This design comes from an exercise in tuning for small area, a short achievable clock period and few clock cycles on the open sky130 flow, not from production work. Where RTL was checked, it was by simulation tests only, not by an equivalence proof against the original. The RTL of runs 5 and 6 was laid out without a check of its function. Power figures rest on the tool's default switching activity, not on a simulated workload.

### flow/design.v
`timescale 1ns / 1ps
package cca_pkg;
	localparam int CCA_MAX_COLS = 64;
	localparam int CCA_MAX_ROWS = 16;
	localparam int CCA_CFG_IDX_W  = 2;
	localparam int CCA_CFG_DATA_W = 8;
	localparam logic [7:0] CCA_WIDTH_RST   = 8'd80;
	localparam logic [5:0] CCA_HEIGHT_RST  = 6'd25;
	localparam logic [3:0] CCA_SURVIVE_RST = 4'd4;
	localparam logic [3:0] CCA_BIRTH_RST   = 4'd3;
	typedef enum logic [CCA_CFG_IDX_W-1:0] {
		REG_GRID_WIDTH  = 2'd0,
		REG_GRID_HEIGHT = 2'd1,
		REG_SURVIVE_MIN = 2'd2,
		REG_BIRTH_MIN   = 2'd3
	} reg_idx_t;
	typedef enum logic [1:0] {
		CMD_WRITE = 2'd0,
		CMD_GEN   = 2'd1,
		CMD_READ  = 2'd2
	} cmd_t;
	typedef enum logic [1:0] {
		ST_IDLE = 2'd0,
		ST_READ = 2'd1,
		ST_GEN  = 2'd2
	} state_t;
	typedef struct packed {
		logic [1:0] cmd;
		logic [6:0] col;
		logic [4:0] row;
		logic       wall_in;
	} in_word_t;
	typedef struct packed {
		logic wall_out;
		logic coord_error;
	} out_word_t;
	typedef struct packed {
		logic in_use;
		logic up;
		logic down;
		logic left;
		logic right;
	} nb_mask_t;
endpackage
`timescale 1ns / 1ps
module cca_ram #(
	parameter int NG = 32,
	parameter int GW = 32
) (
	input  logic                  clk,
	input  logic                  we,
	input  logic [$clog2(NG)-1:0] wgrp,
	input  logic [GW-1:0]         wdata,
	input  logic [NG-1:0]         rsel,
	output logic [GW-1:0]         rdata
);
	logic [GW-1:0] mem_q [NG];
	for (genvar g = 0; g < NG; g++) begin : g_word
		always_ff @(posedge clk) begin
			if (we && (wgrp == g)) begin
				mem_q[g] <= wdata;
			end
		end
	end
	always_comb begin
		rdata = '0;
		for (int g = 0; g < NG; g++) begin
			rdata = rdata | (mem_q[g] & {GW{rsel[g]}});
		end
	end
endmodule
`timescale 1ns / 1ps
module cca_window #(
	parameter int ROWS = 16
) (
	input  logic              clk,
	input  logic [ROWS-1:0]   prev,
	input  logic [2*ROWS-1:0] cur,
	input  logic [ROWS-1:0]   next,
	input  logic [ROWS-1:0]   row_ok,
	input  logic              c1_ok,
	input  logic [4:0]        ks,
	input  logic [4:0]        kb,
	output logic [2*ROWS-1:0] new_cells
);
	logic [ROWS+1:0] vp, v0, v1, vn;
	assign vp = {1'b0, prev & row_ok, 1'b0};
	assign v0 = {1'b0, cur[ROWS-1:0] & row_ok, 1'b0};
	assign v1 = {1'b0, cur[2*ROWS-1:ROWS] & row_ok & {ROWS{c1_ok}}, 1'b0};
	assign vn = {1'b0, next & row_ok, 1'b0};
	logic [ROWS-1:0] hs0_q, hc0_q, hs1_q, hc1_q;
	logic [ROWS-1:0] p_q, c0_q;
	logic            c1ok_q;
	always_ff @(posedge clk) begin
		hs0_q  <= vp[ROWS:1] ^ v0[ROWS:1] ^ v1[ROWS:1];
		hc0_q  <= (vp[ROWS:1] & v0[ROWS:1]) | (vp[ROWS:1] & v1[ROWS:1]) | (v0[ROWS:1] & v1[ROWS:1]);
		hs1_q  <= v0[ROWS:1] ^ v1[ROWS:1] ^ vn[ROWS:1];
		hc1_q  <= (v0[ROWS:1] & v1[ROWS:1]) | (v0[ROWS:1] & vn[ROWS:1]) | (v1[ROWS:1] & vn[ROWS:1]);
		p_q    <= prev;
		c0_q   <= cur[ROWS-1:0];
		c1ok_q <= c1_ok;
	end
	logic [ROWS+1:0] hs0, hc0, hs1, hc1;
	logic [ROWS-1:0] c1, c1m, nx;
	assign hs0 = {1'b0, hs0_q, 1'b0};
	assign hc0 = {1'b0, hc0_q, 1'b0};
	assign hs1 = {1'b0, hs1_q, 1'b0};
	assign hc1 = {1'b0, hc1_q, 1'b0};
	assign c1  = prev;
	assign c1m = prev & {ROWS{c1ok_q}};
	assign nx  = cur[ROWS-1:0];
	for (genvar r = 0; r < ROWS; r++) begin : g_row
		assign new_cells[r] = !row_ok[r] ? c0_q[r] :
			cca_rule(hs0[r], hc0[r], hs0[r+2], hc0[r+2], p_q[r], c1m[r], c0_q[r], ks, kb);
		assign new_cells[ROWS+r] = !(row_ok[r] && c1ok_q) ? c1[r] :
			cca_rule(hs1[r], hc1[r], hs1[r+2], hc1[r+2], c0_q[r], nx[r], c1[r], ks, kb);
	end
	function automatic logic cca_maj(input logic a, input logic b, input logic c);
		cca_maj = (a & b) | (a & c) | (b & c);
	endfunction
	function automatic logic cca_rule(
		input logic us, input logic uc, input logic ds, input logic dc,
		input logic l, input logic r, input logic ctr,
		input logic [4:0] ks, input logic [4:0] kb
	);
		logic s1, c1, s2, c2, gs, gb;
		s1 = us ^ ds ^ l;
		c1 = cca_maj(us, ds, l);
		s2 = uc ^ dc ^ c1;
		c2 = cca_maj(uc, dc, c1);
		gs = cca_maj(cca_maj(c2, cca_maj(s2, cca_maj(s1, r, ks[0]), ks[1]), ks[2]), ks[3], ks[4]);
		gb = cca_maj(cca_maj(c2, cca_maj(s2, cca_maj(s1, r, kb[0]), kb[1]), kb[2]), kb[3], kb[4]);
		cca_rule = ctr ? gs : gb;
	endfunction
endmodule
`timescale 1ns / 1ps
module cave_cellular_automaton_step #(
	parameter int MAX_COLS = cca_pkg::CCA_MAX_COLS,
	parameter int MAX_ROWS = cca_pkg::CCA_MAX_ROWS
) (
	input  logic                      clk,
	input  logic                      arst_n,
	input  logic                      start,
	output logic                      busy,
	input  logic [14:0]                     req,
	output logic                      done,
	output logic [1:0]                      rsp,
	input  logic                      cfg_valid,
	output logic                      cfg_ready,
	input  logic [cca_pkg::CCA_CFG_IDX_W-1:0]  cfg_index,
	input  logic [cca_pkg::CCA_CFG_DATA_W-1:0] cfg_data
);
	localparam int NG  = MAX_COLS / 2;    
	localparam int GW  = 2 * MAX_ROWS;    
	localparam int GAW = $clog2(NG);
	localparam int BW  = $clog2(GW);
	logic [1:0] req_cmd;
	logic [6:0] req_col;
	logic [4:0] req_row;
	logic       req_wall;
	assign req_cmd  = req[14:13];
	assign req_col  = req[12:6];
	assign req_row  = req[5:1];
	assign req_wall = req[0];
	localparam logic [6:0] UC_RST = 7'(MAX_COLS);
	localparam logic [4:0] KS_RST = 5'd12;   
	localparam logic [4:0] KB_RST = 5'd13;   
	logic [6:0]          ucx_q;       
	logic [MAX_ROWS-1:0] row_bad_q;   
	logic [4:0]          ksx_q;       
	logic [4:0]          kbx_q;       
	logic [6:0]          used_cols;
	logic [MAX_ROWS-1:0] row_ok;
	logic [4:0]          ks, kb;
	logic [MAX_ROWS-1:0] row_bad_d;
	logic [5:0]          used_grps;
	always_comb begin
		for (int r = 0; r < MAX_ROWS; r++) begin
			row_bad_d[r] = (6'(r) >= cfg_data[5:0]);
		end
	end
	assign used_cols = ucx_q ^ UC_RST;
	assign row_ok    = ~row_bad_q;
	assign ks        = ksx_q ^ KS_RST;
	assign kb        = kbx_q ^ KB_RST;
	assign used_grps = 6'((7'(used_cols) + 7'd1) >> 1);
	always_ff @(posedge clk or negedge arst_n) begin
		if (!arst_n) begin
			ucx_q     <= '0;
			row_bad_q <= '0;
			ksx_q     <= '0;
			kbx_q     <= '0;
		end else if (cfg_valid) begin
			case (cfg_index)
				2'd0: ucx_q     <= ((cfg_data > 8'(MAX_COLS)) ? 7'(MAX_COLS) : cfg_data[6:0]) ^ UC_RST;
				2'd1: row_bad_q <= row_bad_d;
				2'd2: ksx_q     <= cca_kvec(cfg_data[3:0]) ^ KS_RST;
				default: kbx_q  <= cca_kvec(cfg_data[3:0]) ^ KB_RST;
			endcase
		end
	end
	function automatic logic [4:0] cca_kvec(input logic [3:0] t);
		logic [3:0] tc;
		tc = (t > 4'd9) ? 4'd9 : t;
		cca_kvec = (tc == 4'd0) ? 5'b11000 : {1'b0, 4'(5'd16 - 5'(tc))};
	endfunction
	assign cfg_ready = 1'b1;
	logic           busy_q, gen_q;
	logic [5:0]     tcnt_q;
	logic           accept, acc_gen, in_range;
	logic           v1_q, wr1_q, rd1_q, err1_q, wall1_q;
	logic [BW-1:0]  bit1_q;
	logic [GAW-1:0] grp1_q;
	logic           v2_q, wr2_q, rd2_q, err2_q, wall2_q;
	logic [BW-1:0]  bit2_q;
	logic [GAW-1:0] grp2_q;
	logic           done_q;
	logic [1:0]     rsp_q;
	logic [NG-1:0]  sel_q;
	logic           gwe_q;
	logic [GAW-1:0] ggrp_q;
	logic           c1ok_q;
	assign accept   = start && !busy_q;
	assign acc_gen  = accept && (req_cmd == 2'd1);
	assign in_range = (req_col < used_cols) && !req_row[4] && row_ok[req_row[3:0]];
	assign busy     = busy_q;
	assign done     = done_q;
	assign rsp      = rsp_q;
	logic [GW-1:0]       grp_rd, merged, wdata, new_cells;
	logic [GW-1:0]       r2_q, cur_q, new_q;
	logic [MAX_ROWS-1:0] prev_q;
	logic                we;
	logic [GAW-1:0]      wgrp, rgrp;
	always_ff @(posedge clk or negedge arst_n) begin
		if (!arst_n) begin
			busy_q <= 1'b0;
			gen_q  <= 1'b0;
			gwe_q  <= 1'b0;
		end else begin
			busy_q <= acc_gen || (busy_q && (tcnt_q <= used_grps));
			gen_q  <= acc_gen || busy_q;
			gwe_q  <= gen_q && (tcnt_q >= 6'd3);
		end
	end
	always_ff @(posedge clk) begin
		tcnt_q <= busy_q ? tcnt_q + 6'd1 : 6'd0;
		if (busy_q) begin
			sel_q <= ((tcnt_q + 6'd1) < used_grps) ? {sel_q[NG-2:0], 1'b0} : '0;
		end else if (req_cmd == 2'd1) begin
			sel_q <= NG'(1);
		end else begin
			sel_q <= NG'(1) << req_col[GAW:1];
		end
		ggrp_q <= GAW'(tcnt_q - 6'd3);
		c1ok_q <= ({tcnt_q, 1'b0} <= used_cols);
		cur_q  <= r2_q;
		prev_q <= (tcnt_q == 6'd1) ? '0 : cur_q[GW-1:MAX_ROWS];
		new_q  <= new_cells;
	end
	always_ff @(posedge clk or negedge arst_n) begin
		if (!arst_n) begin
			v1_q   <= 1'b0;
			v2_q   <= 1'b0;
			done_q <= 1'b0;
		end else begin
			v1_q   <= accept && (req_cmd != 2'd1);
			v2_q   <= v1_q;
			done_q <= v2_q || (gen_q && !busy_q);
		end
	end
	always_ff @(posedge clk) begin
		wr1_q   <= (req_cmd == 2'd0) && in_range;
		rd1_q   <= (req_cmd == 2'd2) && in_range;
		err1_q  <= !req_cmd[0] && !in_range;
		wall1_q <= req_wall;
		bit1_q  <= {req_col[0], req_row[3:0]};
		grp1_q  <= req_col[GAW:1];
		wr2_q   <= v1_q && wr1_q;
		rd2_q   <= rd1_q;
		err2_q  <= err1_q;
		wall2_q <= wall1_q;
		bit2_q  <= bit1_q;
		grp2_q  <= grp1_q;
		rsp_q   <= v2_q ? {rd2_q && r2_q[bit2_q], err2_q} : 2'b00;
	end
	always_comb begin
		merged = r2_q;
		merged[bit2_q] = wall2_q;
		we    = wr2_q || gwe_q;
		wgrp  = gwe_q ? ggrp_q : grp2_q;
		wdata = gwe_q ? new_q : merged;
		rgrp  = gen_q ? GAW'(tcnt_q) : grp1_q;
	end
	always_ff @(posedge clk) begin
		r2_q <= (we && (wgrp == rgrp)) ? wdata : grp_rd;
	end
	cca_ram #(
		.NG (NG),
		.GW (GW)
	) u_grid (
		.clk   (clk),
		.we    (we),
		.wgrp  (wgrp),
		.wdata (wdata),
		.rsel  (sel_q),
		.rdata (grp_rd)
	);
	cca_window #(
		.ROWS (MAX_ROWS)
	) u_rule (
		.clk         (clk),
		.prev        (prev_q),
		.cur         (cur_q),
		.next        (r2_q[MAX_ROWS-1:0]),
		.row_ok      (row_ok),
		.c1_ok       (c1ok_q),
		.ks          (ks),
		.kb          (kb),
		.new_cells   (new_cells)
	);
endmodule
### flow/config.mk
export PLATFORM = sky130hd
export DESIGN_NAME = cave_cellular_automaton_step
export DESIGN_NICKNAME = cave_cellular_automaton_step
export VERILOG_FILES = /design/flow/design.v
export SDC_FILE = /design/flow/constraint.sdc
export NUM_CORES = 8
export LEC_CHECK = 0
export CAP_MARGIN = 20
export CORE_MARGIN = 2
export CORE_UTILIZATION = 45
export CTS_CLUSTER_DIAMETER = 100
export CTS_CLUSTER_SIZE = 24
export PLACE_DENSITY = 0.6
export SETUP_SLACK_MARGIN = 4.3
export SLEW_MARGIN = 20
### flow/run.sh
#!/bin/bash
# synth_recipe.tcl (not shown) runs the flow's synth.tcl, then flattens the netlist and writes it again
# the make line also repeats each setting of config.mk as NAME=value (left out here)
make -C /OpenROAD-flow-scripts/flow DESIGN_CONFIG=/design/flow/config.mk WORK_HOME=/design/flow/orfs CLKGATE_MAP_FILE= SYNTH_SCRIPT=/design/flow/synth_recipe.tcl finish
### flow/constraint.sdc
create_clock -name core_clock -period 7.0 [get_ports {clk}]
set_input_delay 1.4000 -clock core_clock [delete_from_list [all_inputs] [get_ports {clk}]]
set_output_delay 1.4000 -clock core_clock [all_outputs]
set_load 0.01 [all_outputs]
==> out/results.txt, run 1 <==
For met2 alone, demand over resource in global routing was 47.8%. Counting flops and latches in the post-synthesis netlist gives 1,346. The clock period could shrink to 2.73 ns. The via count of the first global-routing pass was 33,000. Counting both buffers and inverters, the worst setup path holds a total of 2. The count of nets left with antenna violations once routing finished came out at 0.

At the worst endpoint, the arrival time is 3.36 ns. After synthesis the cells add up to 53,100 sq um. The library cells used most frequently in the layout, excluding fill and tap cells, are sky130_fd_sc_hd__edfxtp_1, sky130_fd_sc_hd__a22oi_1, sky130_fd_sc_hd__dfxtp_1, sky130_fd_sc_hd__inv_1. Number of placement rows: 125. Clock-pin slew was measured on the worst setup and hold paths at 0.10 ns.

The clock insertion delay at the later pin of the skew report was 0.69 ns; the final design utilization was 52.1%. The run gives 0.246 mV as the peak ir drop on the vdd network. The highest-utilization routing layer at the global route stage is met2. Counting the fill cells in the layout gives 9,493. Grouping stages by cell kind, the critical path spends the most delay in simple AND/OR/NAND/NOR gates. The logs give 6 for the number of detailed-route iterations in the first pass and 3,822 for the number of nets in the final layout. The worst clock skew on the final layout is 0.0406 ns. The chip width is 347 um, and the total power divided by cell area is 432 nW/um^2.

The number of antenna violations at the first check in global routing was 7. The most used flip-flop cell after synthesis is sky130_fd_sc_hd__edfxtp_1. Synthesis handed over a netlist of 3,552 instances. The post-synthesis average cell area was 14.9 sq um.

In the routed design, unresolved DRC markers number 0. The logs give 16,300 sq um for the area used by multi-input combinational logic and 0 for the max-capacitance violation count. The flow ran to the end and the layout has no timing, DRC or antenna violations. Final count of hold timing violations: 0. In this run, CTS created clock tree buffers numbering 66. The run gives 0 as the overflow left after global routing. The port buffer count is 32. Measured against its own limit, the worst slew margin works out to 30.3%. The routed wirelength normalized by instance count came out at 37.0 um.

The portion of the clock cycle consumed by the worst path in the final layout is 39.0%. Summing over every cut layer, the via total after detailed routing is 35,300. After synthesis, flip-flops and latches occupy 70.5% of the total area.

The worst path required time was 7.64 ns. The synthesized netlist contains 75 unique library cells. The floorplan step set the die height to 347 um.

The worst setup path is launched from a register. The tools report the number of clock sinks as 1,346. The signed area change from the synthesized netlist to the final layout was 14.4%; the worst stage delay on the critical path was 0.57 ns. The synthesized design contains 1,024 enable-type register cells.

Summed over all layers, the routed wires come to 194,000 um. STA classifies the critical path endpoint as a register. The effective utilization at floorplan is 45.5%, and the standard cell core area is 117,000 sq um. The first global-routing pass estimated 266,000 um of wire. The tools report the worst hold slack as 0.335 ns.

Depth of the CTS H-tree: 3. Setup repair after global routing could not meet its margin everywhere. The number of slew-limit violations in the final report came out at 0. Of all nets on the critical path, the largest fanout is 17. The cell chosen for the clock root is sky130_fd_sc_hd__clkbuf_16. The sequential standard cell area is 37,500 sq um. The library cell used most frequently in the layout, excluding fill and tap cells, is sky130_fd_sc_hd__edfxtp_1. In this run the worst hold path is classified as reg -> reg. For met1 alone, demand over resource in global routing was 43.2%.

The detailed router finished its first iteration with 6,200 violations. For this design the static power due to leakage is 20.1 nW. Using the TritonRoute via totals, the vias-per-cell ratio works out to 6.75.

Once detailed placement completed, the half-perimeter wirelength came to 96,600 um. TritonCTS built the clock tree. The tools report the global-route total usage across every layer as 31.6%. The signal on the critical path passes through buf_12 -> clkinvlp_4 -> ha_4 -> xor2_4 -> nor2_1 -> nand3_2 -> nand3_4 -> mux2_2. Summed over all failing endpoints, the final setup total negative slack is 0 ns. In this run the count of I/O pins placed on the die edge is 34.

The tools report the number of buffers between clock root and the deepest sink as 3. The number of buffers added to fix hold violations after cts was 0. The setup violation total in the final timing report is 0. Of the cells placed in the final design, the portion with a size suffix greater than 1 is 15.6%.

The share of async-settable or async-resettable flops after synthesis is 2.90%. At the pin with the least slew margin, the transition time is 1.04 ns. Entering global routing, the biggest net connects 44 pins.

The slowest stage of the critical path is the sky130_fd_sc_hd__nor2_1 cell. For this run, the top clock speed supported by timing is 0.367 GHz. Routability-driven placement finished with a final weighted congestion of 0.890. The Yosys step of the flow raised 4 warnings.

The tools report the met3 track utilization from global routing as 8.01%. The critical path in this run is classified as reg -> reg. The tools report the total power as 26.2 mW. Counting every net in the synthesized netlist gives 3,709. The die covers 121,000 sq um.
-- where the power goes --
group,leakage [nW],switching [mW],internal [mW]
logic,7.02,5.85,3.99
clock network,0.945,2.55,1.92
registers,12.1,1.20,10.7
-- final timing paths --
kind	startpoint	endpoint	slack, ns	cells after the start
setup / recovery	bit2_q[0]	r2_q[17]	4.27	8
hold / removal	err1_q	err2_q	0.33	0
setup reg to reg	bit2_q[0]	r2_q[17]	4.27	8
hold reg to reg	err1_q	err2_q	0.33	0
max in group asynchronous	arst_n	gwe_q	5.53	1
min in group asynchronous	arst_n	gwe_q	0.83	1
-- synth_stat cells (13+ instances only) --
cell type                      n  area share (%)
sky130_fd_sc_hd__edfxtp_1   1024              58
sky130_fd_sc_hd__a22oi_1     409             5.8
sky130_fd_sc_hd__dfxtp_1     283              11
sky130_fd_sc_hd__clkbuf_1    156             1.1
sky130_fd_sc_hd__nor2_1      144             1.0
sky130_fd_sc_hd__inv_1       125            0.88
sky130_fd_sc_hd__nand2_1     113            0.80
sky130_fd_sc_hd__nand3_1      98            0.92
sky130_fd_sc_hd__a21oi_1      89            0.84
sky130_fd_sc_hd__o21ai_0      89            0.84
sky130_fd_sc_hd__fa_1         88             3.3
sky130_fd_sc_hd__a22o_1       81             1.3
sky130_fd_sc_hd__maj3_1       79             1.5
sky130_fd_sc_hd__nand4_1      73            0.86
sky130_fd_sc_hd__nor2b_1      72            0.85
sky130_fd_sc_hd__a221oi_1     64             1.1
sky130_fd_sc_hd__ha_1         40            0.94
sky130_fd_sc_hd__dfrtp_1      39             1.8
sky130_fd_sc_hd__mux2_2       38            0.81
sky130_fd_sc_hd__or4_1        33            0.47
sky130_fd_sc_hd__o31ai_1      30            0.42
sky130_fd_sc_hd__nand2b_1     28            0.33
sky130_fd_sc_hd__o221ai_1     26            0.43
sky130_fd_sc_hd__buf_2        24            0.23
sky130_fd_sc_hd__a2bb2oi_1    23            0.38
sky130_fd_sc_hd__and2_1       22            0.26
sky130_fd_sc_hd__o2bb2ai_1    22            0.36
sky130_fd_sc_hd__o21a_1       20            0.28
sky130_fd_sc_hd__nor3_1       19            0.18
sky130_fd_sc_hd__buf_1        17            0.12
sky130_fd_sc_hd__nor3b_1      16            0.23
sky130_fd_sc_hd__o31a_1       14            0.23
sky130_fd_sc_hd__xnor2_1      13            0.21
-- per-layer routing --
metal / routed length, um / up-vias
met5: 35 / -
met4: 10200 / 4
met3: 25300 / 531
met2: 85700 / 2581
met1: 72400 / 18000
li1: - / 14200
-- sequential cells by signal, summed over array words and instances, names as in the netlist, 6 cells and up --
name / cells
u_grid.mem_q: 1024
cur_q: 32
new_q: 32
r2_q: 32
sel_q: 32
prev_q: 16
row_bad_q: 16
u_rule.c0_q: 16
u_rule.hc0_q: 16
u_rule.hc1_q: 16
u_rule.hs0_q: 16
u_rule.hs1_q: 16
u_rule.p_q: 16
ucx_q: 7
tcnt_q: 6
-- worst reg2reg max path: stages, from the launching register on --
cell                         delay, ns
sky130_fd_sc_hd__dfxtp_4          0.37
sky130_fd_sc_hd__buf_12           0.13
sky130_fd_sc_hd__clkinvlp_4       0.13
sky130_fd_sc_hd__ha_4             0.25
sky130_fd_sc_hd__xor2_4           0.23
sky130_fd_sc_hd__nor2_1           0.57
sky130_fd_sc_hd__nand3_2          0.44
sky130_fd_sc_hd__nand3_4          0.33
sky130_fd_sc_hd__mux2_2           0.22
-- through the flow --
| stage | instance area, sq um | std cells | setup slack (ns) |
|---|---|---|---|
| after floorplan | 53500 | 3552 | 3.83 |
| after global placement | 55800 | 4993 | 2.92 |
| after detailed placement | 55800 | 4993 | 2.83 |
| after CTS | 60000 | 5178 | 4.28 |
| after global routing | 60700 | 5226 | 4.18 |
| final | 60700 | 5228 | 4.27 |
-- cell type report --
class / count / area share [%]
Multi-Input combinational cell: 1896 / 26.8
Timing Repair Buffer: 228 / 4.24
Sequential cell: 1346 / 61.8
Antenna cell: 2 / 0.00825
Tap cell: 1524 / 3.14
Clock inverter: 8 / 0.239
Inverter: 127 / 0.802
Clock buffer: 97 / 3.00
-- cell families after synthesis --
logic type / Yosys count / share of synthesized area (%)
and+or+nand+nor: 652 / 6.41
muxes: 62 / 1.56
xor gates and xnor gates: 20 / 0.344
AOI/OAI and AO/OA: 931 / 12.9
other: 1 / 0.00707
DFF: 1346 / 70.5
buffers and inverters: 333 / 2.51
adders and majority gates: 207 / 5.75
-- what timing repair did --
item / 4_1_cts / 5_1_grt
cloned: 26 / 2
pin swaps: 51 / 29
gates resized for setup: 251 / 86
endpoints found under the setup margin: 2145 / 1434
setup buffers: 54 / 46
endpoints found under the hold margin: 0 / 0
Testbench counts, summed over its fixed seeds: cycles 12,496.
==> run 2, diff against run 1 <==
--- a/flow/config.mk
+++ b/flow/config.mk
@@ -10,4 +10,2 @@
 export CORE_UTILIZATION = 45
-export CTS_CLUSTER_DIAMETER = 100
-export CTS_CLUSTER_SIZE = 24
 export PLACE_DENSITY = 0.6
==> run 2 against run 1 <==
  * Wire length is 2.9% higher
  * Global-route usage is 0.60 points higher
  * Design area is 4.8% higher
  * Count of clock-buffer cells in the layout is 94 higher
  * Die area stayed put
  * First-iteration DRC count is 2.5% lower
  * Largest cell class unchanged
  * Largest power group unchanged
  * Highest routed layer unchanged
==> out/results.txt, run 2 <==
Global-route total usage across every layer: 32.2%. On the critical path the largest part of the delay comes from flip-flops. The tool flagged a number of max-cap violations equal to 0.

The number of antenna violations at the first check in global routing was 11; the final design utilization was 54.6%. Each instance of the synthesized netlist takes up on average 14.9 sq um. The post-layout minimum cycle time was 2.75 ns; the share of the synthesized area in the top cell type was 57.9%.

In the layout the commonest cells are sky130_fd_sc_hd__edfxtp_1, sky130_fd_sc_hd__a22oi_1, sky130_fd_sc_hd__dfxtp_1, sky130_fd_sc_hd__clkbuf_16, sky130_fd_sc_hd__inv_1. The tree built by TritonCTS fans out to 1,346 sinks. The synthesized flop and latch total works out to 1,346. Clock insertion delay at the later pin of the skew report: 0.78 ns. The startpoint of the worst setup timing path is busy_q.

Endpoint with the worst hold slack: err2_q. After detailed routing, the total wire length is 199,000 um. The slowest stage of the critical path belongs to the cell sky130_fd_sc_hd__dfrtp_1. The layout filler cell count was 9,173; the final count of hold timing violations was 0.

Using the TritonRoute via totals, the vias-per-cell ratio works out to 6.73. The critical path goes through buf_6 -> buf_6. The logs give 5 for the number of detailed-route iterations in the first pass and 0.0362 ns for the worst clock skew on the final layout. The residual antenna-violating net count after detailed routing was 0; the reg-to-reg setup timing slack was 4.27 ns. The worst setup path is of the reg -> out kind. Summing the sequential cell areas from Yosys gives 70.5% of the chip area. The hold path depth is 0, and the portion of the clock cycle consumed by the worst path in the final layout is 39.2%.

Entering global routing, the biggest net connects 44 pins. Measured against its own limit, the worst slew margin works out to 30.2%. Timing would allow up to 0.364 GHz. The worst hold slack was 0.326 ns; the peak ir drop on the vdd network was 0.271 mV. TritonCTS built the clock tree. The routed wirelength normalized by instance count works out to 37.1 um. Number of nets in the final layout: 3,903. Data on the critical path is required at its endpoint by 5.60 ns.

The logs give 33,800 for the via count of the first global-routing pass and 96,600 um for the detailed placement HPWL. After global routing the overflow that remains totals 0. The sort of element at the end of the critical path was an output pin.

The highest fanout seen on the critical path works out to 2. The synthesized design contains 1,024 enable-type register cells. The finished cells cover 63,600 sq um. Among all cell types in the netlist, the one instantiated most often is sky130_fd_sc_hd__edfxtp_1. The register with the most flip-flops in the layout has 1,024 of them. The design draws 29.5 mW. The min-delay analysis places its worst path in the category reg -> reg. The run gives 139 as the number of buffers added by the clock tree synthesis step.

After synthesis, the most frequently instantiated cells are sky130_fd_sc_hd__edfxtp_1, sky130_fd_sc_hd__a22oi_1, sky130_fd_sc_hd__dfxtp_1. Port buffer count: 32. Setup repair after global routing could not meet its margin everywhere. For the residual DRC count, the log shows 0. The tools report the depth of the CTS H-tree as 4.

At the worst endpoint, the arrival time is 1.35 ns. After synthesis, the share of flip-flops with an asynchronous set or reset is 2.90%. Synthesis instantiated 75 different standard cells from the library.

After clock tree synthesis, the clock-pin slew on the worst setup and hold paths is 0.06 ns. The most common cell after layout, fill and taps aside was sky130_fd_sc_hd__edfxtp_1. The number of buffer and inverter instances along the worst setup path came out at 2. Layout cell share with drive strength beyond 1: 18.6%. The library cell appearing most often on the critical path was sky130_fd_sc_hd__buf_6. Number of buffers added to fix hold violations after cts: 0. The flow ran to the end and the layout has no timing, DRC or antenna violations. The number of nets handed over by synthesis was 3,709.

The most used flip-flop cell after synthesis is sky130_fd_sc_hd__edfxtp_1. During synthesis, Yosys emitted a total of 4 warnings. Row generation in the floorplan step produced 125 rows. The multi-input combinational cells in the finished layout cover a total of 16,500 sq um. The analysis attributes to cell leakage a power of 21.5 nW. Once the floorplan was initialized, standard cells occupied 45.5% of the core.

The chip width came out at 347 um. In this run the critical register-to-register path is captured at u_grid.mem_q[24][5]. In this run the power density over the cells is 463 nW/um^2. At the end of routability-driven placement, the weighted congestion stood at 0.890.

The detailed router finished its first iteration with 6,047 violations. In this run the cell area of the synthesized design comes to 53,100 sq um. The worst register-to-register path begins at bit2_q[0]. The die is 347 um tall. The run gives 121,000 sq um as the die outline area. The root buffer cell chosen for the clock tree is sky130_fd_sc_hd__clkbuf_16. Setup violations remaining at the end of the flow were counted as 0. The run gives 34 as the I/O pin count.

The register with the most flip-flops in the final layout is u_grid.mem_q. Synthesis produced 3,552 cells. The sequential standard cell area is 37,500 sq um.

The number of buffers between clock root and the deepest sink was 3; the slew at the pin closest to its max-slew limit was 1.05 ns. The first global-routing pass estimated 270,000 um of wire. The number of cells on the worst reg-to-reg path is 9. Ranked by total cell area, the synthesized netlist is headed by sky130_fd_sc_hd__edfxtp_1, sky130_fd_sc_hd__dfxtp_1, sky130_fd_sc_hd__a22oi_1. Startpoint of the most critical hold path: err1_q. The detailed router placed 36,200 vias in this run. Summed over all instances, the cell type with the most area after synthesis is sky130_fd_sc_hd__edfxtp_1. The number of slew-limit violations in the final report came out at 0. In this run the standard cell core region covers 117,000 sq um. The final sum of negative setup slack was 0 ns; the signed area change from the synthesized netlist to the final layout was 19.9%.

The worst setup path is launched from a register. On the worst path, the slowest cell contributes a delay of 0.37 ns. The placed instances occupy a cell area of 55,800 sq um.
-- run 2: cell counts after synthesis --
Identical to the previous run, type by type.
-- run 2: area by class of cell --
class	count	area share, %
Clock inverter	57	1.09
Timing Repair Buffer	228	4.29
Tap cell	1524	3.00
Inverter	127	0.757
Clock buffer	191	6.02
Multi-Input combinational cell	1904	25.9
Sequential cell	1346	58.9
Antenna cell	1	0.00393
-- run 2: kinds of logic (layout without fill, tap and decap cells) --
kind of cell / count (synthesis) / count (layout) / synth area share (%)
xor+xnor: 20 / 20 / 0.344
other cells: 1 / 2 / 0.00707
simple gates: 652 / 655 / 6.41
mux: 62 / 62 / 1.56
compound gates: 931 / 959 / 12.9
fa+ha+maj: 207 / 207 / 5.75
buf+inv: 333 / 603 / 2.51
flops: 1346 / 1346 / 70.5
-- run 2: worst max-delay path by stage --
stage                      endpoint  cells past startpoint
2_1_floorplan   u_grid.mem_q[24][0]                      6
3_3_place_gp   u_grid.mem_q[18][26]                      6
3_5_place_dp   u_grid.mem_q[18][26]                      6
4_1_cts          u_grid.mem_q[6][2]                      7
5_1_grt                    new_q[4]                      9
6_report                       busy                      2
-- run 2: worst register-to-register path: cells and delay by family, from the launching register on --
family	cells	cell delay (ns)
adder cells (fa/ha/maj)	1	0.23
AO/OA/AOI/OAI	2	0.53
buffers and inverters	4	0.67
AND/OR/NAND/NOR	1	0.26
XOR/XNOR	1	0.39
flip-flops	1	0.39
-- run 2: timing repair --
action,CTS,global route
gates resized for setup,264,99
setup endpoints to repair,2142,1716
pin swaps,52,43
buffers inserted,50,46
gates cloned,28,12
-- run 2: power breakdown --
| part | switching [mW] | internal, mW |
|---|---|---|
| registers | 1.25 | 10.7 |
| logic | 5.97 | 4.09 |
| clock network | 3.19 | 4.27 |
| total | 10.4 | 19.1 |
-- run 2: through the flow --
step	worst slack (ns)	std cells
final	4.25	5378
after global routing	4.19	5377
after floorplan	3.83	3552
after detailed placement	2.83	4993
after global placement	2.92	4993
after CTS	4.16	5319
-- run 2: routing by layer --
metal / vias to the layer above / share of wire [%] / GRT usage (%)
li1: 14400 / - / -
met1: 18200 / 37 / 43.4
met2: 2934 / 43 / 48.0
met3: 620 / 14 / 8.94
met4: 8 / 6.0 / 16.6
met5: - / 0.049 / 0
==> run 3, diff against run 2 <==
--- a/flow/config.mk
+++ b/flow/config.mk
@@ -10,4 +10,6 @@
 export CORE_UTILIZATION = 45
+export CTS_CLUSTER_DIAMETER = 100
+export CTS_CLUSTER_SIZE = 24
 export PLACE_DENSITY = 0.6
-export SETUP_SLACK_MARGIN = 4.3
+export SETUP_SLACK_MARGIN = 4.6
 export SLEW_MARGIN = 20
==> run 3 against run 2 <==
  * Via count up 4.2%
  * Synthesized cell count unchanged
  * Largest power group is now combinational cells
  * Critical path depth up 11
  * Design area up 3.5%
  * Sequential share of layout area down 1.8 points
  * Synthesized area unchanged
  * Power up 0.51%
  * Utilization up 1.9 points
  * Register-to-register slack about the same
==> out/results.txt, run 3 <==
The flow ran to the end and the layout has no timing, DRC or antenna violations. The filler cells instantiated in the layout total 8,840. Setup repair after global routing could not meet its margin everywhere.

On the worst path, the slowest cell contributes a delay of 0.37 ns. For the total nets after synthesis, the log shows 3,709. The most common cell after layout, fill and taps aside is sky130_fd_sc_hd__edfxtp_1. The maximum achievable frequency was 0.366 GHz.

Number of buffers between clock root and the deepest sink: 3. The run gives 66 as the number of buffers added by the clock tree synthesis step. sky130_fd_sc_hd__edfxtp_1 is the most common cell in the netlist. At the worst endpoint, the arrival time is 3.38 ns.

Input and output buffers added on the ports amount to 32. For the final count of hold timing violations, the log shows 0. The worst hold path passes through 0 cells. The number of flops mapped to enable cells by yosys works out to 1,024. Number of detailed-route iterations in the first pass: 7. The clock drives 1,346 sinks. The tools report the type of origin of the critical path as a register. After clock tree synthesis, the clock-pin slew on the worst setup and hold paths is 0.10 ns. Ranked by total cell area, the synthesized netlist is headed by sky130_fd_sc_hd__edfxtp_1, sky130_fd_sc_hd__dfxtp_1, sky130_fd_sc_hd__a22oi_1. The run gives 37,600 sq um as the sequential standard cell area. Peak ir drop on the vdd network: 0.270 mV.

For this run, the leading register cell type out of synthesis is sky130_fd_sc_hd__edfxtp_1. Power spread over the standard cell area amounts to 450 nW/um^2. Summed over all layers, the global routing overflow is 0. In this run the mean area of a mapped cell was 14.9 sq um. The initial utilization of the core area, before any placement, comes to 45.5%.

The floorplan step defined a die boundary enclosing 121,000 sq um. The number of cells on the worst reg-to-reg path is 13. The HPWL after detailed placement is 99,600 um.

In this run the worst path has a maximum fanout of 17. After detailed placement, the total cell area comes to 56,000 sq um. The first global-routing pass estimated 280,000 um of wire. The die span in y is 347 um, and the number of placement rows is 125. The kind of cell with the highest combined delay on the critical path was buffers and inverters. The synthesized netlist contains 75 unique library cells.

The area of the mapped netlist was 53,100 sq um; the per-cell via count in the routed design was 6.90. For the final routed database, the setup TNS stands at 0 ns. In the finished design, the share of the clock period the worst path needs comes to 39.1%. By count the netlist is led by sky130_fd_sc_hd__edfxtp_1, sky130_fd_sc_hd__a22oi_1, sky130_fd_sc_hd__dfxtp_1. Counting flops per register, the top entry is u_grid.mem_q. The worst pin sits at a relative slew slack of 20.8%. On the critical path, the stage with the largest delay is an instance of sky130_fd_sc_hd__dfxtp_4. Via count of the first global-routing pass: 34,400. The worst path required time was 7.64 ns.

Clock tree synthesis selected as its root buffer the cell sky130_fd_sc_hd__clkbuf_16. For the last weighted congestion value of the routability-driven placer, the log shows 0.898. Together, buffers and inverters on the worst path number 6.

In the layout the commonest cells are sky130_fd_sc_hd__edfxtp_1, sky130_fd_sc_hd__a22oi_1, sky130_fd_sc_hd__dfxtp_1, sky130_fd_sc_hd__buf_4, sky130_fd_sc_hd__buf_12. The logs give 4,054 for the number of nets in the final layout and 0 for the residual DRC count. The run gives 214,000 um as the sum of routed wire length over all layers. In this run the standard cell core region covers 117,000 sq um. The run gives 0.70 ns as the clock insertion delay at the later pin of the skew report.

Dividing the detail-routed wire length by the instance count gives 39.2 um. The synthesis warning total was 4. The flip-flop count of the largest register, all copies and words added is 1,024.

TritonCTS built the clock tree. For the worst clock skew on the final layout, the log shows 0.0419 ns. For the setup violation total in the final timing report, the log shows 0. Of all flip-flops after synthesis, the portion carrying an async set or reset was 2.90%. Area used by multi-input combinational logic: 17,800 sq um. For the I/O pin count, the log shows 34. The worst setup path is captured at a register.

Summed over all cells, the static leakage comes to 22.2 nW. The routed design could run at a clock period as short as 2.73 ns. Number of buffers added to fix hold violations after cts: 0. After synthesis the netlist holds a flip-flop and latch count of 1,346.

Walking the worst path, the cells encountered are buf_12 -> clkinv_8 -> ha_4 -> o21a_1 -> buf_4 -> a22oi_2 -> buf_4 -> o2bb2ai_4 -> nand4_1 -> buf_6 -> a31oi_4 -> buf_12 -> mux2_2. The via count of the routed design is 37,700. The H-tree generated during clock tree synthesis spans 3 levels.

After synthesis, flip-flops and latches occupy 70.5% of the total area. Of the cells placed in the final design, the portion with a size suffix greater than 1 is 26.8%. The finished cells cover 65,800 sq um. Synthesis handed over a netlist of 3,552 instances. The chip width was 347 um; the slew at the pin closest to its max-slew limit was 1.19 ns. The tools report the number of slew-limit violations in the final report as 0. The critical path is of the reg -> reg type. The tool flagged a number of max-cap violations equal to 0.

The pin count of the biggest net entering global routing was 44; the DRC marker count from the first detailed-route iteration was 7,009. After synthesis, the largest area contributor takes up 57.9% of total cell area. The worst min-delay path category was reg -> reg.

The detail route stage leaves a number of antenna-violating nets equal to 0. Number of antenna violations at the first check in global routing: 10. The largest total area in the synthesized netlist belongs to sky130_fd_sc_hd__edfxtp_1. Global routing used 33.4% of the available tracks across all layers. The critical path crosses 13 cells after its start point.

The signed area change from the synthesized netlist to the final layout works out to 24.0%.
## run 3: path summary, 6_finish.rpt
kind | startpoint | endpoint | slack (ns)
worst max-delay path | bit2_q[0] | r2_q[20] | 4.27
worst min-delay path | rd1_q | rd2_q | 0.34
worst max register to register | bit2_q[0] | r2_q[20] | 4.27
worst min register to register | rd1_q | rd2_q | 0.34
max in group asynchronous | arst_n | gwe_q | 5.48
min in group asynchronous | arst_n | gwe_q | 0.84
## run 3: routing by layer
metal / wire length, um / vias up / track usage [%]
met2: 91300 / 3396 / 49.0
met3: 32500 / 821 / 9.35
met4: 15300 / 8 / 17.6
met1: 75100 / 18800 / 45.2
li1: - / 14700 / -
met5: 75 / - / 0.0800
## run 3: what timing repair did
action	4_1_cts	5_1_grt
pin swaps	177	196
endpoints found under the setup margin	2160	1741
cloned	44	29
gates resized for setup	521	313
buffers inserted	181	110
## run 3: area by class of cell
class | count | share of cell area (%)
well taps | 1524 | 2.90
multi-input cells | 1913 | 27.1
repair buffers | 443 | 9.18
clock buffers | 96 | 2.73
clock inverters | 7 | 0.203
inverters | 127 | 0.764
flip-flops and latches | 1346 | 57.1
diodes | 7 | 0.0266
## run 3: metrics by stage
stage / hold slack [ns] / power, mW / setup WS [ns] / util, % / std cells
after floorplan: 0.309 / 17.0 / 4.04 / - / 3552
after global placement: 0.310 / 20.0 / 3.26 / 48.1 / 4988
after detailed placement: 0.314 / 20.1 / 3.24 / 48.1 / 4989
after CTS: 0.338 / 27.3 / 4.29 / 53.9 / 5317
after global routing: 0.353 / 30.5 / 4.27 / 56.5 / 5456
final: 0.339 / 29.6 / 4.27 / 56.5 / 5463
## run 3: worst register-to-register path, delay by kind of cell, from the launching register on
| family | cells | cell delay (ns) |
|---|---|---|
| AO/OA/AOI/OAI | 4 | 0.79 |
| adder cells (fa/ha/maj) | 1 | 0.22 |
| buffers and inverters | 6 | 0.92 |
| flip-flops | 1 | 0.37 |
| multiplexers | 1 | 0.16 |
| AND/OR/NAND/NOR | 1 | 0.24 |
## run 3: cells by family after synthesis
| kind of cell | share of synthesized area (%) |
|---|---|
| AOI/OAI and AO/OA | 12.9 |
| xor gates and xnor gates | 0.344 |
| adders and majority gates | 5.75 |
| buffers and inverters | 2.51 |
| DFF | 70.5 |
| muxes | 1.56 |
| other | 0.00707 |
| and+or+nand+nor | 6.41 |
## run 3: report_power, final
group / total, mW / leakage (nW) / switching [mW] / internal (mW)
combinational: 13.1 / 9.13 / 7.03 / 6.03
sequential: 12.1 / 12.1 / 1.39 / 10.7
clock: 4.44 / 0.924 / 2.61 / 1.84
total: 29.6 / 22.2 / 11.0 / 18.6
==> run 4, diff against run 3 <==
--- a/flow/config.mk
+++ b/flow/config.mk
@@ -9,7 +9,7 @@
 export CORE_MARGIN = 2
-export CORE_UTILIZATION = 45
+export CORE_UTILIZATION = 60
 export CTS_CLUSTER_DIAMETER = 100
 export CTS_CLUSTER_SIZE = 24
-export PLACE_DENSITY = 0.6
-export SETUP_SLACK_MARGIN = 4.6
+export PLACE_DENSITY = 0.7
+export SETUP_SLACK_MARGIN = 4.3
 export SLEW_MARGIN = 20
==> run 4 against run 3 <==
  * Still clean
  * Utilization rose by 12 points
  * Via count decreased by 4.0%
  * Sequential share of layout area is 4.9 points higher
  * Flip-flop and latch count did not move
  * Clock power fell by 3%
  * Largest cell class unchanged
  * Largest power group is now sequential cells
  * Highest routed layer unchanged
==> out/results.txt, run 4 <==
The cell chosen for the clock root was sky130_fd_sc_hd__clkbuf_16. The post-synthesis share of cell area spent on and, or, nand and nor gates came out at 6.41%. The critical path in this run is classified as reg -> reg. After detailed routing, the total wire length is 190,000 um. Between clock sinks in the finished design, the worst skew comes to 0.0283 ns. After floorplanning, the core was divided into 109 placement rows. The standard cell core area was 88,000 sq um.

The tools report the startpoint of the worst setup timing path as ksx_q[3]. 34 I/O pins were placed. Most common cell after layout, fill and taps aside: sky130_fd_sc_hd__edfxtp_1. Dividing the detail-routed wire length by the instance count gives 39.2 um.

The pin count of the biggest net entering global routing is 44. In this run, synthesis produced a sequential element count of 1,346. Across every metal layer, demand over resource in global routing totals 41.2%. The top cell type by total area after synthesis was sky130_fd_sc_hd__edfxtp_1. Worst path required time: 7.51 ns.

The flip-flop count of the largest register, all copies and words added is 1,024. End of the worst register-to-register path: new_q[22]. Synthesis instantiated 75 different standard cells from the library. From left edge to right edge, the die measures 301 um. The layout filler cell count came out at 5,761.

The worst pin sits at a relative slew slack of 22.6%. The final critical path takes up 39.6% of the cycle. Setup violations remaining at the end of the flow were counted as 0. By count the netlist is led by sky130_fd_sc_hd__edfxtp_1, sky130_fd_sc_hd__a22oi_1, sky130_fd_sc_hd__dfxtp_1. Counting cells, the worst reg-to-reg path comes to 4. The flow ran to the end and the layout has no timing, DRC or antenna violations. The peak ir drop on the vdd network was 0.307 mV. Area used by multi-input combinational logic: 16,600 sq um.

At the placement stage, the worst setup path has a slack of 2.97 ns. For the pin with the worst max-slew slack, the measured transition is 1.16 ns. In the routed design, unresolved DRC markers number 0.

The run gives 0 as the final count of hold timing violations. In the routed layout, each cell is associated on average with a via count of 7.45. The logs give 53,100 sq um for the area of the mapped netlist and 9.65 mW for the net load switching power. The post-synthesis compound-gate area fraction was 12.9%. After clock tree synthesis, the flow added hold-fix buffers numbering 0. Routability-driven placement finished with a final weighted congestion of 0.919.

The total power divided by cell area works out to 436 nW/um^2. TritonCTS built the clock tree. Setup repair after global routing could not meet its margin everywhere. The clock-pin slew on the worst setup and hold paths works out to 0.10 ns.

The portion of synthesized area spent on multiplexers is 1.56%. The residual antenna-violating net count after detailed routing came out at 0. Data on the critical path arrives at its endpoint at 3.29 ns. The launch instance of the worst register-to-register path is ksx_q[3]. Synthesis produced a netlist with a net count of 3,709. The post-synthesis average cell area is 14.9 sq um, and the synthesis warning total is 4. The synthesized netlist devotes 5.75% of its cell area to adder and majority cells. The first global-routing pass estimated 259,000 um of wire. The first TritonRoute pass finished after 6 iterations.

After the first detailed-routing iteration, the DRC count stood at 6,934. Fraction of power consumed by the clock network: 16.4%. In this run the number of H-tree levels came out at 3.

Summed over all cells, the static leakage comes to 20.1 nW. In the synthesized netlist the dominant register cell turns out to be sky130_fd_sc_hd__edfxtp_1. The type of origin of the critical path was a register. Across the run, the number of max-cap violations was 0. The synthesized design devotes to its leading area cell type 57.9% of total area. The initial utilization of the core area, before any placement, comes to 60.3%. The logs give 16.7 mW for the cell-internal power and 0.67 ns for the clock insertion delay at the later pin of the skew report. The register share of total power was 45.5%; the number of buffers added by the clock tree synthesis step was 66. After synthesis, the cell types taking the most area are sky130_fd_sc_hd__edfxtp_1, sky130_fd_sc_hd__dfxtp_1, sky130_fd_sc_hd__a22oi_1. Main combinational cell family by area after synthesis: compound AO/OA/AOI/OAI gates. The run gives 94,500 um as the detailed placement HPWL. Summed over all layers, the global routing overflow is 0. The number of instances in the synthesized netlist was 3,552. The run gives 0 ns as the final sum of negative setup slack. The number of nets in the final layout is 3,810. The highest fanout seen on the critical path is 16. The via count of the first global-routing pass is 33,900, and the layout cell share with drive strength beyond 1 is 16.2%. Sequential standard cell area: 37,500 sq um. In this run the register-to-register setup slack is 4.23 ns. Summing over every cut layer, the via total after detailed routing is 36,200.

The post-synthesis share of cell area spent on xor and xnor gates is 0.344%. The number of clock sinks was 1,346. The most common cell in the synthesized netlist is sky130_fd_sc_hd__edfxtp_1. Leaving out fill and tap cells, the most frequent cells in the layout are sky130_fd_sc_hd__edfxtp_1, sky130_fd_sc_hd__a22oi_1, sky130_fd_sc_hd__dfxtp_1, sky130_fd_sc_hd__inv_1, sky130_fd_sc_hd__nor2_1. In the post-route analysis, the smallest setup slack over all paths is 4.23 ns.

The run gives 3 as the number of buffers between clock root and the deepest sink. Net switching is 36.6% of the power. The logs give 90,800 sq um for the die outline area and 0.360 GHz for the maximum achievable frequency. The worst min-delay path category is reg -> reg. The number of antenna violations at the first check in global routing is 2, and the die span in y is 301 um.

The number of flops mapped to enable cells by yosys was 1,024. After synthesis, the share of flip-flops with an asynchronous set or reset is 2.90%. The startpoint of the most critical hold path was rd1_q.

The run gives 0 as the number of slew-limit violations in the final report. The port buffer count works out to 32. The area growth from synthesis to layout is 14.0%.

The post-layout minimum cycle time is 2.77 ns. Of the synthesized area, sequential elements account for 70.5%. The register with the most flip-flops in the final layout is u_grid.mem_q. Combinational group share of total power: 38.1%. Following the worst setup path forward leads to its endpoint at new_q[22]. The worst setup path is captured at a register.
-- run 4: cell counts after synthesis --
Identical to the previous run, type by type.
-- run 4: final cells by class --
cell class	count	share of cell area, %
Sequential cell	1346	62.0
Multi-Input combinational cell	1904	27.5
Timing Repair Buffer	208	4.09
Clock buffer	95	2.95
Tap cell	1165	2.41
Inverter	127	0.809
Clock inverter	8	0.242
Antenna cell	1	0.00414
-- run 4: cells by family (layout without fill, tap and decap cells) --
logic type | after synthesis | after routing
DFF | 1346 | 1346
AOI/OAI and AO/OA | 931 | 959
and+or+nand+nor | 652 | 655
buffers and inverters | 333 | 438
adders and majority gates | 207 | 207
muxes | 62 | 62
xor gates and xnor gates | 20 | 20
other | 1 | 2
-- run 4: worst max-delay path: stages (launching register included) --
cell	delay, ns
sky130_fd_sc_hd__dfrtp_1	0.46
sky130_fd_sc_hd__nand2b_1	0.80
sky130_fd_sc_hd__nand2_2	0.56
sky130_fd_sc_hd__o31ai_1	0.60
sky130_fd_sc_hd__o31ai_4	0.18
-- run 4: power by group through the flow --
stage	Combinational, mW	Clock (mW)	Sequential [mW]
3_3_place_gp	7.49	0	11.9
5_1_grt	10.7	4.58	12.0
2_1_floorplan	5.65	0	11.3
6_report	10.1	4.32	12.0
4_1_cts	9.21	4.31	11.8
3_5_place_dp	7.93	0	11.9
-- run 4: routing by layer --
layer	vias up	wire length [um]	GRT usage, %
li1	14100	-	-
met1	18000	64100	55.0
met2	3364	83600	61.7
met3	647	29500	12.3
met4	2	13100	21.6
met5	-	78	0
-- run 4: stage by stage --
stage | hold slack [ns] | cell area (sq um) | instances | util [%] | power (mW)
after floorplan | 0.310 | 53500 | 3552 | - | 16.9
after global placement | 0.312 | 55300 | 4625 | 62.8 | 19.4
after detailed placement | 0.312 | 55300 | 4626 | 62.8 | 19.9
after CTS | 0.341 | 59500 | 4798 | 67.6 | 25.4
after global routing | 0.355 | 60500 | 4853 | 68.7 | 27.3
final | 0.342 | 60500 | 4854 | 68.7 | 26.3
-- run 4: how the worst min path moves through the flow --
stage,to,slack [ns],cells past startpoint
3_3_place_gp,rd2_q,0.31,0
5_1_grt,rd2_q,0.35,0
4_1_cts,rd2_q,0.34,0
6_report,rd2_q,0.34,0
2_1_floorplan,bit2_q[0],0.31,0
3_5_place_dp,err2_q,0.31,0
-- run 4: what timing repair did --
action                                  4_1_cts  5_1_grt
pin swaps                                    40       51
setup buffers                                42       46
resized for setup                           267      111
gates cloned                                 27        9
endpoints found under the setup margin     2146     1186
endpoints found under the hold margin         0        0
==> run 5, diff against run 4 <==
--- a/flow/design.v
+++ b/flow/design.v
@@ -75,3 +75,2 @@
 ) (
-	input  logic              clk,
 	input  logic [ROWS-1:0]   prev,
@@ -90,28 +89,12 @@
 	assign vn = {1'b0, next & row_ok, 1'b0};
-	logic [ROWS-1:0] hs0_q, hc0_q, hs1_q, hc1_q;
-	logic [ROWS-1:0] p_q, c0_q;
-	logic            c1ok_q;
-	always_ff @(posedge clk) begin
-		hs0_q  <= vp[ROWS:1] ^ v0[ROWS:1] ^ v1[ROWS:1];
-		hc0_q  <= (vp[ROWS:1] & v0[ROWS:1]) | (vp[ROWS:1] & v1[ROWS:1]) | (v0[ROWS:1] & v1[ROWS:1]);
-		hs1_q  <= v0[ROWS:1] ^ v1[ROWS:1] ^ vn[ROWS:1];
-		hc1_q  <= (v0[ROWS:1] & v1[ROWS:1]) | (v0[ROWS:1] & vn[ROWS:1]) | (v1[ROWS:1] & vn[ROWS:1]);
-		p_q    <= prev;
-		c0_q   <= cur[ROWS-1:0];
-		c1ok_q <= c1_ok;
-	end
 	logic [ROWS+1:0] hs0, hc0, hs1, hc1;
-	logic [ROWS-1:0] c1, c1m, nx;
-	assign hs0 = {1'b0, hs0_q, 1'b0};
-	assign hc0 = {1'b0, hc0_q, 1'b0};
-	assign hs1 = {1'b0, hs1_q, 1'b0};
-	assign hc1 = {1'b0, hc1_q, 1'b0};
-	assign c1  = prev;
-	assign c1m = prev & {ROWS{c1ok_q}};
-	assign nx  = cur[ROWS-1:0];
+	assign hs0 = vp ^ v0 ^ v1;
+	assign hc0 = (vp & v0) | (vp & v1) | (v0 & v1);
+	assign hs1 = v0 ^ v1 ^ vn;
+	assign hc1 = (v0 & v1) | (v0 & vn) | (v1 & vn);
 	for (genvar r = 0; r < ROWS; r++) begin : g_row
-		assign new_cells[r] = !row_ok[r] ? c0_q[r] :
-			cca_rule(hs0[r], hc0[r], hs0[r+2], hc0[r+2], p_q[r], c1m[r], c0_q[r], ks, kb);
-		assign new_cells[ROWS+r] = !(row_ok[r] && c1ok_q) ? c1[r] :
-			cca_rule(hs1[r], hc1[r], hs1[r+2], hc1[r+2], c0_q[r], nx[r], c1[r], ks, kb);
+		assign new_cells[r] = !row_ok[r] ? cur[r] :
+			cca_rule(hs0[r], hc0[r], hs0[r+2], hc0[r+2], vp[r+1], v1[r+1], cur[r], ks, kb);
+		assign new_cells[ROWS+r] = !(row_ok[r] && c1_ok) ? cur[ROWS+r] :
+			cca_rule(hs1[r], hc1[r], hs1[r+2], hc1[r+2], v0[r+1], vn[r+1], cur[ROWS+r], ks, kb);
 	end
@@ -239,5 +222,5 @@
 		end else begin
-			busy_q <= acc_gen || (busy_q && (tcnt_q <= used_grps));
+			busy_q <= acc_gen || (busy_q && (tcnt_q < used_grps));
 			gen_q  <= acc_gen || busy_q;
-			gwe_q  <= gen_q && (tcnt_q >= 6'd3);
+			gwe_q  <= gen_q && (tcnt_q >= 6'd2);
 		end
@@ -253,3 +236,3 @@
 		end
-		ggrp_q <= GAW'(tcnt_q - 6'd3);
+		ggrp_q <= GAW'(tcnt_q - 6'd2);
 		c1ok_q <= ({tcnt_q, 1'b0} <= used_cols);
@@ -310,3 +293,2 @@
 	) u_rule (
-		.clk         (clk),
 		.prev        (prev_q),
--- a/flow/config.mk
+++ b/flow/config.mk
@@ -9,6 +9,4 @@
 export CORE_MARGIN = 2
-export CORE_UTILIZATION = 60
-export CTS_CLUSTER_DIAMETER = 100
-export CTS_CLUSTER_SIZE = 24
-export PLACE_DENSITY = 0.7
+export CORE_UTILIZATION = 45
+export PLACE_DENSITY = 0.6
 export SETUP_SLACK_MARGIN = 4.3
==> run 5 against run 4 <==
  * Design area up 2.2%
  * Die area is 28% higher
  * Synthesized area down 3.4%
  * Utilization down 14 points
  * Clock power up 58%
  * Maximum frequency is 19% lower
  * Combinational power rose by 31%
  * Power up 17%
  * Register-to-register slack got worse by 0.66 ns
  * Global-route usage decreased by 9.3 points
  * Critical path depth grew 5
  * Largest power group is now combinational cells
==> out/results.txt, run 5 <==
A synthesized cell averages 14.8 sq um. The worst-case IR drop observed on VDD is 0.294 mV. The number of buffers between clock root and the deepest sink was 3; the number of detailed-route iterations in the first pass was 8.

For this run, global-route usage on met1 was measured as 42.3%. The tools report the final design utilization as 54.8%. STA classifies the critical path startpoint as a register.

The run gives 99,200 um as the detailed placement HPWL. The total nets after synthesis is 3,633. The via count of the first global-routing pass is 33,600. In the global route stage, met2 resource usage came out at 49.4%. CTS built an H-tree with a depth of 4. The most used flip-flop cell after synthesis is sky130_fd_sc_hd__edfxtp_1. Global routing finished with a remaining overflow of 0.

The least setup slack across all paths after layout is 3.57 ns, and the per-cell via count in the routed design is 6.69. TritonCTS built the clock tree. The run gives 4.06 ns as the data arrival time of the critical path. More flip-flops sit in one register than any other, and that register is u_grid.mem_q. The run gives 113,000 sq um as the standard cell core area. The portion of the clock cycle consumed by the worst path in the final layout came out at 49.0%. Sum of routed wire length over all layers: 190,000 um. The hold path depth works out to 0. sky130_fd_sc_hd__edfxtp_1 takes more of the synthesized area than any other cell.

The library cell appearing most often on the critical path was sky130_fd_sc_hd__maj3_2. For the last weighted congestion value of the routability-driven placer, the log shows 0.881. For this run, asynchronously set or reset flops after synthesis account for 3.12%.

The worst path in the final design needs a cycle of 3.43 ns, including I/O delays and setup. The synthesis warning total was 4. The signed area change from the synthesized netlist to the final layout is 20.5%, and the chip width is 342 um. The register with the most flip-flops in the layout has 1,024 of them. The number of placement rows is 123. Buffers placed on the I/O ports in this run total 32.

The die span in y was 342 um. The flow ran to the end and the layout has no timing, DRC or antenna violations. The layout cell share with drive strength beyond 1 is 23.3%, and the total power divided by cell area is 499 nW/um^2.

Between clock sinks in the finished design, the worst skew comes to 0.0365 ns. The tools report the met3 track utilization from global routing as 8.52%. At the worst endpoint, the required time is 7.63 ns. Before CTS, the worst setup slack after placement is 2.90 ns. The cell chosen for the clock root is sky130_fd_sc_hd__clkbuf_16.

Timing would allow up to 0.291 GHz. In the global route stage, overall resource usage came out at 31.9%. The logs give 0 for the setup violation total in the final timing report and 0 for the number of slew-limit violations in the final report.

The number of buffers added by the clock tree synthesis step came out at 131. In this run the worst path has a maximum fanout of 7. The area of the mapped netlist is 51,300 sq um. In the post-synthesis netlist, the cell with the most instances is sky130_fd_sc_hd__edfxtp_1.

Summed over all cells, the static leakage comes to 21.0 nW. Counting buffers and inverters, the worst setup path is 9 cells deep. The library cell used most frequently in the layout, excluding fill and tap cells, is sky130_fd_sc_hd__edfxtp_1.

Startpoint of the most critical hold path: rd1_q. For this design, the slowest cell found on the critical path is sky130_fd_sc_hd__fa_2. The layer flagged by global routing as most heavily used is met2. In this run, the number of DRC markers left after iteration 0 of detailed routing was 5,252.

The floorplan step defined a die boundary enclosing 117,000 sq um. The library cells used most frequently in the layout, excluding fill and tap cells, are sky130_fd_sc_hd__edfxtp_1, sky130_fd_sc_hd__a22oi_1, sky130_fd_sc_hd__buf_4, sky130_fd_sc_hd__nand2_1, sky130_fd_sc_hd__a22o_1. Worst min-delay path category: reg -> reg.

The tool flagged a number of max-cap violations equal to 0. Synthesis inferred 1,249 register bits. Sequential cell area fraction in the yosys report: 69.1%. The tools report the residual antenna-violating net count after detailed routing as 0. The launch instance of the worst register-to-register path was row_bad_q[3]. On the critical path the largest part of the delay comes from adder cells.

The logs give 0 for the final count of hold timing violations and 45.5% for the effective utilization at floorplan. The logs give 0.75 ns for the clock insertion delay at the later pin of the skew report and 64 for the pin count of the biggest net entering global routing. The number of buffer and inverter instances along the worst setup path was 1. For this run, design rule violations remaining after detail routing come to 0. After clock tree synthesis, the clock-pin slew on the worst setup and hold paths is 0.06 ns. In the synthesized netlist, the number of instances is 3,476.

The share of the synthesized area in the top cell type was 60.0%. The largest single stage delay on the critical path is 0.57 ns. For the worst flop-to-flop path, the logic depth is 9. Setup total negative slack on the finished layout was measured at 0 ns.

Number of clock sinks: 1,249. The routed wirelength normalized by instance count was 35.5 um. The critical path starts at row_bad_q[3].

The slew at the pin closest to its max-slew limit works out to 1.13 ns. Setup repair after global routing could not meet its margin everywhere. Counting instances in the post-synthesis netlist gives the leading cell types as sky130_fd_sc_hd__edfxtp_1, sky130_fd_sc_hd__a22oi_1, sky130_fd_sc_hd__dfxtp_1. STA classifies the critical path endpoint as a register. 34 I/O pins were placed. The number of nets in the final layout was 3,906; the global-route wire length before repair was 260,000 um. By startpoint and endpoint, the worst setup path is classified as reg -> reg. The number of flops mapped to enable cells by yosys came out at 1,024. The run gives 2 as the number of antenna violations at the first check in global routing. In this run, distinct cell masters in the synthesized netlist total 81. Headroom to the max-slew limit came out at 24.1%. For the via count of the routed design, the log shows 35,800.

The critical path goes through and3b_2 -> buf_4 -> fa_2 -> fa_1 -> maj3_2 -> maj3_2 -> maj3_2 -> a211o_1 -> a32o_1. Sorting the synthesized cells by area gives the leading types as sky130_fd_sc_hd__edfxtp_1, sky130_fd_sc_hd__dfxtp_1, sky130_fd_sc_hd__a22oi_1.
run 5: cell types whose count changed after synthesis, sizes merged, moves of 41 or more:
cell,before,now
nand2,113,163
a22o,81,145
nand3,98,41
dfxtp,283,186
a221oi,64,113
a22oi,409,290
nor3,19,60
run 5: power by group:
| group | internal (mW) | switching [mW] | total (mW) |
|---|---|---|---|
| combinational | 5.61 | 7.60 | 13.2 |
| sequential | 10.1 | 0.732 | 10.8 |
| clock | 3.89 | 2.92 | 6.81 |
| total | 19.6 | 11.2 | 30.8 |
run 5: cells by family (layout without fill, tap and decap cells):
family | Yosys count | count (layout) | share of synthesized area, %
xor gates and xnor gates | 22 | 22 | 0.376
other | 1 | 2 | 0.00731
muxes | 44 | 44 | 1.11
adders and majority gates | 226 | 226 | 6.43
AOI/OAI and AO/OA | 952 | 964 | 14.0
DFF | 1249 | 1249 | 69.1
buffers and inverters | 346 | 704 | 2.67
and+or+nand+nor | 636 | 637 | 6.29
run 5: per-layer routing:
metal  up-vias  wire length, um
met2      2656            86100
met3       528            23400
met1     18300            70900
li1      14300                -
met5         -                0
met4         0             9660
run 5: final timing paths:
kind	end	slack [ns]
setup / recovery	new_q[18]	3.57
hold / removal	rd2_q	0.32
setup reg to reg	new_q[18]	3.57
hold reg to reg	rd2_q	0.32
max in group asynchronous	gwe_q	5.53
min in group asynchronous	row_bad_q[11]	0.80
run 5: metrics by stage:
stage / total power, mW / hold slack, ns / instances / area [sq um]
2_1_floorplan: 18.2 / 0.310 / 3476 / 52100
3_3_place_gp: 21.2 / 0.312 / 4908 / 54100
3_5_place_dp: 21.4 / 0.312 / 4910 / 54200
4_1_cts: 29.8 / 0.319 / 5279 / 60800
5_1_grt: 32.2 / 0.327 / 5347 / 61800
6_report: 30.8 / 0.318 / 5348 / 61800
run 5: what timing repair did:
action                      CTS  global route
setup endpoints to repair  2150          1157
pin swaps                   115            73
buffers inserted            125            61
resized for setup           263            93
cloned                       13             7
hold buffers                  0             0
run 5: final cells by class:
type | count | area (sq um)
antenna | 1 | 2.50
clock buffer | 175 | 3600
clock inverter | 56 | 534
fill | 8930 | 51000
inverter | 143 | 566
multi-input combinational | 1894 | 16300
sequential | 1249 | 35500
tap | 1500 | 1880
timing repair buffer | 330 | 3360
==> run 6, diff against run 5 <==
--- a/flow/config.mk
+++ b/flow/config.mk
@@ -10,2 +10,3 @@
 export CORE_UTILIZATION = 45
+export CTS_BUF_LIST = sky130_fd_sc_hd__clkbuf_4 sky130_fd_sc_hd__clkbuf_8
 export PLACE_DENSITY = 0.6
==> run 6 against run 5 <==
  * Global-route usage is essentially flat
  * Count of clock-buffer cells in the layout up 104
  * Register-to-register slack got worse by 0.03 ns
  * Utilization down 0.18 points
  * Critical path depth did not move
==> out/results.txt, run 6 <==
The flow ran to the end and the layout has no timing, DRC or antenna violations. After routing the design area is 61,600 sq um. The run gives 35.8% as the register share of total power. The die span in y works out to 342 um. The switching part of the total power is 37.5%.

The tools report the worst setup timing slack at the placement stage as 2.90 ns. The worst register-to-register path begins at row_bad_q[13]. TritonCTS built the clock tree. The number of slew-limit violations in the final report was 0.

The number of buffers added to fix hold violations after cts is 0. A synthesized cell averages 14.8 sq um. For hold timing, the worst endpoint is bit2_q[1].

For this design the top-level I/O count stands at 34. The floorplan step defined a die boundary enclosing 117,000 sq um. The run gives 3,476 as the number of instances in the synthesized netlist. The via count of the first global-routing pass is 34,000, and the share of the synthesized area in the top cell type is 60.0%. The Yosys step of the flow raised 4 warnings. The chip width is 342 um, and the number of clock sinks is 1,249. Along the worst hold path, the cell count comes to 0.

The type of origin of the critical path is a register. The number of buffers between clock root and the deepest sink is 3. STA classifies the critical path endpoint as a register.

The layout cell share with drive strength beyond 1 is 26.2%, and the share of async-settable or async-resettable flops after synthesis is 3.12%. Static timing analysis puts the maximum clock frequency at 0.289 GHz. The initial utilization of the core area, before any placement, comes to 45.5%. Counting the buffers created by CTS gives 197. The instance area after placement is 54,200 sq um, and the last weighted congestion value of the routability-driven placer is 0.881.

For this run, the post-layout net count is 3,975. The residual DRC count was 0; the per-cell via count in the routed design was 6.58. VDD sags by at most 0.289 mV. Startpoint of the most critical hold path: bit1_q[1]. The tools report the cell chosen for the clock root as sky130_fd_sc_hd__clkbuf_8.

The end of the worst register-to-register path is new_q[30]. The commonest cells after synthesis are sky130_fd_sc_hd__edfxtp_1, sky130_fd_sc_hd__a22oi_1, sky130_fd_sc_hd__dfxtp_1. After detailed routing, the average wire length per cell comes to 34.9 um.

The register with the most flip-flops is u_grid.mem_q. The worst min-delay path category is reg -> reg. The number of detailed-route iterations in the first pass was 7; the clock-pin slew on the worst setup and hold paths was 0.06 ns. By startpoint and endpoint, the worst setup path is classified as reg -> reg. The port buffer count came out at 32. Yosys attributes the largest share of cell area to sky130_fd_sc_hd__edfxtp_1, sky130_fd_sc_hd__dfxtp_1, sky130_fd_sc_hd__a22oi_1. The tools report the setup violation total in the final timing report as 0.

Detailed placement HPWL: 99,200 um.
[run 6: what timing repair did]
| item | 4_1_cts | 5_1_grt |
|---|---|---|
| setup buffers | 119 | 68 |
| gates cloned | 14 | 8 |
| endpoints found under the setup margin | 2139 | 1146 |
| resized for setup | 257 | 113 |
| pin swaps | 85 | 101 |
[run 6: power by group through the flow]
stage | sequential, mW | combinational, mW | clock [mW]
after CTS | 10.8 | 12.0 | 6.22
after floorplan | 10.4 | 7.71 | 0
after detailed placement | 10.8 | 10.6 | 0
after global placement | 10.8 | 10.4 | 0
final | 10.8 | 13.2 | 6.18
after global routing | 10.8 | 14.2 | 6.54
[run 6: metrics by stage]
| step | power, mW | instances |
|---|---|---|
| after floorplan | 18.2 | 3476 |
| after global placement | 21.2 | 4908 |
| after detailed placement | 21.4 | 4910 |
| after CTS | 29.0 | 5388 |
| after global routing | 31.5 | 5466 |
| final | 30.2 | 5467 |
[run 6: how the worst max path moves through the flow]
stage	start	to	slack (ns)
6_report	row_bad_q[13]	new_q[30]	3.54
2_1_floorplan	row_bad_q[9]	new_q[24]	3.80
4_1_cts	row_bad_q[12]	new_q[29]	3.65
5_1_grt	row_bad_q[12]	new_q[11]	3.45
3_3_place_gp	gwe_q	u_grid.mem_q[6][29]	2.97
3_5_place_dp	gwe_q	u_grid.mem_q[6][29]	2.90
[run 6: area by class of cell]
class	count	area, sq um	share of cell area (%)
Antenna cell	3	7.51	0.0122
Sequential cell	1249	35500	57.7
Clock buffer	279	3410	5.54
Inverter	143	576	0.934
Clock inverter	66	452	0.733
Tap cell	1500	1880	3.05
Timing Repair Buffer	331	3350	5.44
Multi-Input combinational cell	1896	16400	26.6
[run 6: worst max-delay path, stage by stage, from the launching register on]
cell	delay [ns]
sky130_fd_sc_hd__dfrtp_2	0.51
sky130_fd_sc_hd__and3b_2	0.28
sky130_fd_sc_hd__buf_4	0.14
sky130_fd_sc_hd__fa_2	0.57
sky130_fd_sc_hd__fa_1	0.45
sky130_fd_sc_hd__maj3_2	0.33
sky130_fd_sc_hd__maj3_2	0.29
sky130_fd_sc_hd__maj3_2	0.29
sky130_fd_sc_hd__a211o_1	0.26
sky130_fd_sc_hd__a32o_1	0.22
[run 6: cells by family (layout without fill, tap and decap cells)]
| group | Yosys count | after routing | share of synthesized area, % |
|---|---|---|---|
| buffers and inverters | 346 | 819 | 2.67 |
| AO/OA/AOI/OAI | 952 | 966 | 14.0 |
| AND/OR/NAND/NOR | 636 | 637 | 6.29 |
| adder cells (fa/ha/maj) | 226 | 226 | 6.43 |
| XOR/XNOR | 22 | 22 | 0.376 |
| flip-flops | 1249 | 1249 | 69.1 |
| multiplexers | 44 | 44 | 1.11 |
| other | 1 | 4 | 0.00731 |
[run 6: layer usage]
metal | GRT usage, % | routed length, um | vias to the layer above
met5 | 0 | 7 | -
met4 | 13.2 | 7930 | 2
met3 | 8.64 | 24500 | 471
met2 | 49.8 | 87600 | 2656
met1 | 42.3 | 70800 | 18300
li1 | - | - | 14500

Check on run 6: ideal ports give 3.541 ns setup slack; a clkbuf_16 on the clock port and buf_2 on the inputs give 3.541 ns; moving port delays by the midpoint clock arrival (0.962 ns) as well gives 3.450 ns.
